Background: an optimization exercise with open tools, aiming at small area, a short achievable clock period and few clock cycles. Do not read the settings as production practice. RTL that was checked went through simulation tests only; none was proved equivalent to the original. Power figures rest on the tool's default switching activity, not on a simulated workload.

==> garnet <==
==> flow/design.v <==
package sme_pkg;
    typedef logic [7:0] char_t;
    localparam char_t char_any   = 8'h2E;  
    localparam char_t char_head  = 8'h5E;  
    localparam char_t char_tail  = 8'h24;  
    localparam char_t char_space = 8'h20;
    typedef enum logic [1:0] {
        st_idle = 2'd0,
        st_scan = 2'd1,
        st_done = 2'd2
    } engine_state_t;
endpackage
module sme #(
    parameter int max_string_len  = 32,
    parameter int max_pattern_len = 8
) (
    input  logic                                 clk,
    input  logic                                 reset,
    input  sme_pkg::char_t                       chardata,
    input  logic                                 isstring,
    input  logic                                 ispattern,
    output logic                                 valid,
    output logic                                 match,
    output logic [$clog2(max_string_len)-1:0]    match_index
);
    localparam int N     = max_string_len;
    localparam int P     = max_pattern_len;
    localparam int idx_w = $clog2(N);
    localparam int len_w = $clog2(N + 1);
    localparam int cnt_w = $clog2(P + 1);
    sme_pkg::char_t   mem [N];
    logic [len_w-1:0] str_len;
    logic             isstring_d;
    logic [N:0]   at_len;    
    logic [N-1:0] in_str;    
    logic [N-1:0] is_sp;     
    logic [N-1:0] eq;        
    logic [N-1:0] we;
    always_comb begin
        for (int j = 0; j <= N; j++) at_len[j] = (str_len == len_w'(j));
        for (int j = 0; j < N; j++) begin
            in_str[j] = (str_len > len_w'(j));
            is_sp[j]  = (mem[j] == sme_pkg::char_space);
            eq[j]     = (mem[j] == chardata);
            we[j]     = isstring && (isstring_d ? at_len[j] : (j == 0));
        end
    end
    always_ff @(posedge clk or posedge reset) begin
        if (reset) begin
            isstring_d <= 1'b0;
            str_len    <= '0;
        end else begin
            isstring_d <= isstring;
            if (isstring) begin
                if (!isstring_d) str_len <= len_w'(1);
                else if (str_len != len_w'(N)) str_len <= str_len + 1'b1;
            end
        end
    end
    always_ff @(posedge clk) begin
        for (int j = 0; j < N; j++) begin
            if (we[j]) mem[j] <= chardata;
        end
    end
    logic [N:0]       e_vec;
    logic [cnt_w-1:0] raw_cnt;    
    logic [cnt_w-1:0] core_cnt;   
    logic             head_pend;
    logic             last_tail;  
    logic             tail_found;
    logic [idx_w-1:0] tail_pos;   
    logic p_first, p_keep, c_dot, c_head, c_tail;
    logic [N:0] cur, step_ok, e_next, head_ok, tail_mask, tail_vec;
    assign p_first = ispattern && (raw_cnt == '0);
    assign p_keep  = ispattern && (raw_cnt != cnt_w'(P));
    assign c_dot   = (chardata == sme_pkg::char_any);
    assign c_head  = (chardata == sme_pkg::char_head);
    assign c_tail  = (chardata == sme_pkg::char_tail);
    always_comb begin
        head_ok[0] = 1'b1;
        for (int j = 1; j <= N; j++) head_ok[j] = in_str[j-1] && is_sp[j-1];
        cur = e_vec & (head_pend ? head_ok : '1);
        for (int j = 0; j < N; j++) begin
            step_ok[j]   = cur[j] && in_str[j];
            tail_mask[j] = at_len[j] || (in_str[j] && is_sp[j]);
        end
        step_ok[N]   = 1'b0;
        tail_mask[N] = at_len[N];
        e_next[0] = 1'b0;
        for (int j = 1; j <= N; j++) e_next[j] = step_ok[j-1] && (c_dot || eq[j-1]);
        tail_vec = cur & tail_mask;
    end
    function automatic logic [idx_w-1:0] first_set(input logic [N+1:0] v);
        first_set = '0;
        for (int j = N + 1; j >= 0; j--) begin
            if (v[j]) first_set = idx_w'(j);
        end
    endfunction
    always_ff @(posedge clk or posedge reset) begin
        if (reset) begin
            raw_cnt <= '0;
        end else if (!ispattern) begin
            raw_cnt <= '0;
        end else if (p_keep) begin
            raw_cnt <= raw_cnt + 1'b1;
        end
    end
    always_ff @(posedge clk) begin
        if (!ispattern) begin
            e_vec     <= '1;
            core_cnt  <= '0;
            head_pend <= 1'b0;
        end else if (p_keep) begin
            if (p_first && c_head) begin
                head_pend <= 1'b1;
            end else begin
                e_vec     <= e_next;
                core_cnt  <= core_cnt + 1'b1;
                head_pend <= 1'b0;
            end
            last_tail  <= c_tail;
            tail_found <= |tail_vec;
            tail_pos   <= first_set({tail_vec, 1'b0});
        end
    end
    logic             res_found;
    logic [idx_w-1:0] res_pos;
    assign res_found = last_tail ? tail_found : |cur;
    assign res_pos   = last_tail ? tail_pos : first_set({1'b0, cur});
    always_ff @(posedge clk or posedge reset) begin
        if (reset) begin
            valid       <= 1'b0;
            match       <= 1'b0;
            match_index <= '0;
        end else begin
            valid       <= !ispattern && (raw_cnt != '0);
            match       <= res_found;
            match_index <= res_found ? res_pos - idx_w'(core_cnt) : '0;
        end
    end
endmodule
==> flow/flow/run.sh <==
#!/bin/bash
# Standard ORFS layout, with repair_timing aiming for extra setup slack.
set -euo pipefail
bash standard.sh SETUP_SLACK_MARGIN=6  finish > standard_flow.log 2>&1
==> flow/standard.sh <==
#!/bin/bash
# synth_recipe.tcl (not shown) runs the flow's synth.tcl, then flattens the netlist and writes it again
# the make line also repeats each setting of config.mk as NAME=value (left out here)
make -C /OpenROAD-flow-scripts/flow DESIGN_CONFIG=/design/flow/config.mk WORK_HOME=/design/flow/orfs CLKGATE_MAP_FILE= SYNTH_SCRIPT=/design/flow/synth_recipe.tcl "${@:-finish}"
==> flow/config.mk <==
export PLATFORM = sky130hd
export DESIGN_NAME = sme
export DESIGN_NICKNAME = sme
export VERILOG_FILES = /design/flow/design.v
export SDC_FILE = /design/flow/constraint.sdc
export NUM_CORES = 4
export LEC_CHECK = 0
export CAP_MARGIN = 20
export CORE_MARGIN = 2
export CORE_UTILIZATION = 40
export SLEW_MARGIN = 20
==> flow/constraint.sdc <==
create_clock -name core_clock -period 10.0 [get_ports {clk}]
set_input_delay 2.0000 -clock core_clock [delete_from_list [all_inputs] [get_ports {clk}]]
set_output_delay 2.0000 -clock core_clock [all_outputs]
set_load 0.01 [all_outputs]
==> inputs of willow, as changes to garnet <==
--- a/flow/design.v
+++ b/flow/design.v
@@ -31,19 +31,22 @@
     sme_pkg::char_t   mem [N];
     logic [len_w-1:0] str_len;
     logic             isstring_d;
+    logic             s_first;   
     logic [N:0]   at_len;    
     logic [N-1:0] in_str;    
     logic [N-1:0] is_sp;     
     logic [N-1:0] eq;        
     logic [N-1:0] we;
+    assign s_first = isstring && !isstring_d;
     always_comb begin
         for (int j = 0; j <= N; j++) at_len[j] = (str_len == len_w'(j));
         for (int j = 0; j < N; j++) begin
             in_str[j] = (str_len > len_w'(j));
             is_sp[j]  = (mem[j] == sme_pkg::char_space);
             eq[j]     = (mem[j] == chardata);
-            we[j]     = isstring && (isstring_d ? at_len[j] : (j == 0));
+            we[j]     = at_len[j];
         end
+        we[0] = at_len[0] || s_first;
     end
     always_ff @(posedge clk or posedge reset) begin
         if (reset) begin
@@ -69,17 +72,21 @@
     logic             last_tail;  
     logic             tail_found;
     logic [idx_w-1:0] tail_pos;   
-    logic p_first, p_keep, c_dot, c_head, c_tail;
-    logic [N:0] cur, step_ok, e_next, head_ok, tail_mask, tail_vec;
-    assign p_first = ispattern && (raw_cnt == '0);
-    assign p_keep  = ispattern && (raw_cnt != cnt_w'(P));
-    assign c_dot   = (chardata == sme_pkg::char_any);
-    assign c_head  = (chardata == sme_pkg::char_head);
-    assign c_tail  = (chardata == sme_pkg::char_tail);
+    logic             over;       
+    logic r_first, c_dot, c_head, c_tail, head_first;
+    logic [N:0] pre, cur, step_ok, e_next, head_ok, tail_mask, tail_vec;
+    logic [cnt_w-1:0] core_pre;
+    assign r_first    = (raw_cnt == '0);
+    assign c_dot      = (chardata == sme_pkg::char_any);
+    assign c_head     = (chardata == sme_pkg::char_head);
+    assign c_tail     = (chardata == sme_pkg::char_tail);
+    assign head_first = r_first && c_head;
+    assign core_pre   = r_first ? '0 : core_cnt;
     always_comb begin
+        pre = e_vec | {(N+1){r_first}};
         head_ok[0] = 1'b1;
         for (int j = 1; j <= N; j++) head_ok[j] = in_str[j-1] && is_sp[j-1];
-        cur = e_vec & (head_pend ? head_ok : '1);
+        cur = pre & ((head_pend && !r_first) ? head_ok : '1);
         for (int j = 0; j < N; j++) begin
             step_ok[j]   = cur[j] && in_str[j];
             tail_mask[j] = at_len[j] || (in_str[j] && is_sp[j]);
@@ -96,44 +103,35 @@
             if (v[j]) first_set = idx_w'(j);
         end
     endfunction
+    always_ff @(posedge clk) begin
+        if (!ispattern) begin
+            raw_cnt <= '0;
+        end else if (raw_cnt != cnt_w'(P)) begin
+            raw_cnt <= raw_cnt + 1'b1;
+        end
+        over <= ispattern && (raw_cnt == cnt_w'(P));
+    end
+    always_ff @(posedge clk) begin
+        e_vec      <= e_next | {(N+1){head_first}};
+        core_cnt   <= core_pre + cnt_w'(!head_first);
+        head_pend  <= head_first;
+        last_tail  <= c_tail;
+        tail_found <= |tail_vec;
+        tail_pos   <= first_set({tail_vec, 1'b0});
+    end
+    logic             res_found;
+    logic [idx_w-1:0] res_pos;
+    assign res_found = last_tail ? tail_found : (head_pend || (|e_vec));
+    assign res_pos   = last_tail ? tail_pos : (head_pend ? '0 : first_set({1'b0, e_vec}));
     always_ff @(posedge clk or posedge reset) begin
         if (reset) begin
-            raw_cnt <= '0;
-        end else if (!ispattern) begin
-            raw_cnt <= '0;
-        end else if (p_keep) begin
-            raw_cnt <= raw_cnt + 1'b1;
+            valid <= 1'b0;
+        end else begin
+            valid <= !ispattern && (raw_cnt != '0);
         end
     end
     always_ff @(posedge clk) begin
-        if (!ispattern) begin
-            e_vec     <= '1;
-            core_cnt  <= '0;
-            head_pend <= 1'b0;
-        end else if (p_keep) begin
-            if (p_first && c_head) begin
-                head_pend <= 1'b1;
-            end else begin
-                e_vec     <= e_next;
-                core_cnt  <= core_cnt + 1'b1;
-                head_pend <= 1'b0;
-            end
-            last_tail  <= c_tail;
-            tail_found <= |tail_vec;
-            tail_pos   <= first_set({tail_vec, 1'b0});
-        end
-    end
-    logic             res_found;
-    logic [idx_w-1:0] res_pos;
-    assign res_found = last_tail ? tail_found : |cur;
-    assign res_pos   = last_tail ? tail_pos : first_set({1'b0, cur});
-    always_ff @(posedge clk or posedge reset) begin
-        if (reset) begin
-            valid       <= 1'b0;
-            match       <= 1'b0;
-            match_index <= '0;
-        end else begin
-            valid       <= !ispattern && (raw_cnt != '0);
+        if (!over) begin
             match       <= res_found;
             match_index <= res_found ? res_pos - idx_w'(core_cnt) : '0;
         end
==> flow/flow/run.sh (replaced) <==
#!/bin/bash
# Standard ORFS layout, with repair_timing aiming for extra setup slack.
set -euo pipefail
bash standard.sh SETUP_SLACK_MARGIN=7 finish > standard_flow.log 2>&1
--- a/flow/config.mk
+++ b/flow/config.mk
@@ -7,5 +7,8 @@
 export LEC_CHECK = 0
 export CAP_MARGIN = 20
 export CORE_MARGIN = 2
-export CORE_UTILIZATION = 40
+export CORE_UTILIZATION = 55
+export CTS_BUF_LIST = sky130_fd_sc_hd__clkbuf_4 sky130_fd_sc_hd__clkbuf_8
+export CTS_CLUSTER_DIAMETER = 60
+export CTS_CLUSTER_SIZE = 16
 export SLEW_MARGIN = 20
==> inputs of harbor, as changes to garnet <==
--- a/flow/design.v
+++ b/flow/design.v
@@ -35,6 +35,7 @@
     logic [N-1:0] in_str;    
     logic [N-1:0] is_sp;     
     logic [N-1:0] eq;        
+    logic [N-1:0] we_sel;    
     logic [N-1:0] we;
     always_comb begin
         for (int j = 0; j <= N; j++) at_len[j] = (str_len == len_w'(j));
@@ -42,7 +43,8 @@
             in_str[j] = (str_len > len_w'(j));
             is_sp[j]  = (mem[j] == sme_pkg::char_space);
             eq[j]     = (mem[j] == chardata);
-            we[j]     = isstring && (isstring_d ? at_len[j] : (j == 0));
+            we_sel[j] = isstring_d ? at_len[j] : (j == 0);
+            we[j]     = isstring && we_sel[j];
         end
     end
     always_ff @(posedge clk or posedge reset) begin
@@ -105,19 +107,17 @@
             raw_cnt <= raw_cnt + 1'b1;
         end
     end
+    logic head_first;
+    assign head_first = p_first && c_head;
     always_ff @(posedge clk) begin
         if (!ispattern) begin
             e_vec     <= '1;
             core_cnt  <= '0;
             head_pend <= 1'b0;
         end else if (p_keep) begin
-            if (p_first && c_head) begin
-                head_pend <= 1'b1;
-            end else begin
-                e_vec     <= e_next;
-                core_cnt  <= core_cnt + 1'b1;
-                head_pend <= 1'b0;
-            end
+            e_vec      <= e_next | {(N+1){head_first}};
+            core_cnt   <= core_cnt + cnt_w'(!head_first);
+            head_pend  <= head_first;
             last_tail  <= c_tail;
             tail_found <= |tail_vec;
             tail_pos   <= first_set({tail_vec, 1'b0});
@@ -125,8 +125,8 @@
     end
     logic             res_found;
     logic [idx_w-1:0] res_pos;
-    assign res_found = last_tail ? tail_found : |cur;
-    assign res_pos   = last_tail ? tail_pos : first_set({1'b0, cur});
+    assign res_found = last_tail ? tail_found : (head_pend || (|e_vec));
+    assign res_pos   = last_tail ? tail_pos : (head_pend ? '0 : first_set({1'b0, e_vec}));
     always_ff @(posedge clk or posedge reset) begin
         if (reset) begin
             valid       <= 1'b0;
==> flow/flow/run.sh (replaced) <==
#!/bin/bash
# Standard ORFS layout, with repair_timing aiming for extra setup slack.
set -euo pipefail
bash standard.sh SETUP_SLACK_MARGIN=7 finish > standard_flow.log 2>&1
--- a/flow/config.mk
+++ b/flow/config.mk
@@ -7,5 +7,5 @@
 export LEC_CHECK = 0
 export CAP_MARGIN = 20
 export CORE_MARGIN = 2
-export CORE_UTILIZATION = 40
+export CORE_UTILIZATION = 55
 export SLEW_MARGIN = 20
==> inputs of pepper, as changes to garnet <==
--- a/flow/design.v
+++ b/flow/design.v
@@ -35,6 +35,7 @@
     logic [N-1:0] in_str;    
     logic [N-1:0] is_sp;     
     logic [N-1:0] eq;        
+    logic [N-1:0] we_sel;    
     logic [N-1:0] we;
     always_comb begin
         for (int j = 0; j <= N; j++) at_len[j] = (str_len == len_w'(j));
@@ -42,7 +43,8 @@
             in_str[j] = (str_len > len_w'(j));
             is_sp[j]  = (mem[j] == sme_pkg::char_space);
             eq[j]     = (mem[j] == chardata);
-            we[j]     = isstring && (isstring_d ? at_len[j] : (j == 0));
+            we_sel[j] = isstring_d ? at_len[j] : (j == 0);
+            we[j]     = isstring && we_sel[j];
         end
     end
     always_ff @(posedge clk or posedge reset) begin
@@ -105,19 +107,17 @@
             raw_cnt <= raw_cnt + 1'b1;
         end
     end
+    logic head_first;
+    assign head_first = p_first && c_head;
     always_ff @(posedge clk) begin
         if (!ispattern) begin
             e_vec     <= '1;
             core_cnt  <= '0;
             head_pend <= 1'b0;
         end else if (p_keep) begin
-            if (p_first && c_head) begin
-                head_pend <= 1'b1;
-            end else begin
-                e_vec     <= e_next;
-                core_cnt  <= core_cnt + 1'b1;
-                head_pend <= 1'b0;
-            end
+            e_vec      <= e_next | {(N+1){head_first}};
+            core_cnt   <= core_cnt + cnt_w'(!head_first);
+            head_pend  <= head_first;
             last_tail  <= c_tail;
             tail_found <= |tail_vec;
             tail_pos   <= first_set({tail_vec, 1'b0});
@@ -125,8 +125,8 @@
     end
     logic             res_found;
     logic [idx_w-1:0] res_pos;
-    assign res_found = last_tail ? tail_found : |cur;
-    assign res_pos   = last_tail ? tail_pos : first_set({1'b0, cur});
+    assign res_found = last_tail ? tail_found : (head_pend || (|e_vec));
+    assign res_pos   = last_tail ? tail_pos : (head_pend ? '0 : first_set({1'b0, e_vec}));
     always_ff @(posedge clk or posedge reset) begin
         if (reset) begin
             valid       <= 1'b0;
==> flow/flow/run.sh (replaced) <==
#!/bin/bash
# Standard ORFS layout, with repair_timing aiming for extra setup slack.
set -euo pipefail
bash standard.sh SETUP_SLACK_MARGIN=6.5 finish > standard_flow.log 2>&1
==> notes <==
- Of willow and pepper, pepper has the higher count of clock-buffer cells in the layout (gap 3).
- Global-route usage, lowest first: pepper, garnet, willow, harbor.
- Clock power: pepper > garnet > harbor > willow.
- Against garnet, the wire length of pepper is higher by 1.5%.
- willow ran to the end with no violations. garnet went through all stages and came out clean. pepper completed with no timing, DRC or antenna violations. harbor finished with timing, DRC and antenna clean.
- Non-clock buffer count: garnet is lower than harbor (58).
- Die area: willow < harbor < pepper < garnet.
- Between harbor and garnet, the lower combinational power is in garnet (gap about 3%, measured against garnet).
- Between willow and harbor, the lower setup slack is in willow (gap 0.036 ns).
- Between willow and garnet, the lower synthesized cell count is in willow (gap 3.5%, measured against garnet).
Testbench counts of willow, summed over its fixed seeds: cycles 8,566.
Testbench counts of harbor, summed over its fixed seeds: cycles 8,566.
Testbench counts of pepper, summed over its fixed seeds: cycles 8,566.
Function not checked in garnet: the RTL went through the layout flow alone.

[port drivers added, routing unchanged]
In the flow no input, the clock included, has a driving cell. The finished layouts below were timed again as built, in two steps.
Step 1: set_driving_cell puts a clkbuf_16 on clk and a buf_2 on each other input, an assumption about the parent block.
Step 2 times the ports against the registers' clock, not the clock port: input delays grow and output delays shrink by t, the midpoint of the rising clock arrivals with the driver on.
a / b / c = ideal / step 1 / step 2; a / b = the first two.
| run | shift t [ns] | setup WS [ns] | worst hold slack (ns) | clock arrival spread, ns |
|---|---|---|---|---|
| garnet | 0.573 | 6.016 / 6.016 / 5.568 | 0.468 / 0.468 / 0.468 | 0.020 / 0.019 |
| willow | 0.661 | 6.805 / 6.798 / 6.296 | 0.518 / 0.518 / 0.518 | 0.043 / 0.044 |
| harbor | 0.575 | 6.842 / 6.747 / 6.172 | 0.497 / 0.497 / 0.497 | 0.028 / 0.028 |
| pepper | 0.588 | 6.533 / 6.494 / 5.906 | 0.497 / 0.497 / 0.497 | 0.015 / 0.016 |
After both steps every run listed still meets setup and hold. For harbor, which loses most, drivers alone change the setup slack by -0.095 ns; drivers and shift together by -0.670 ns.
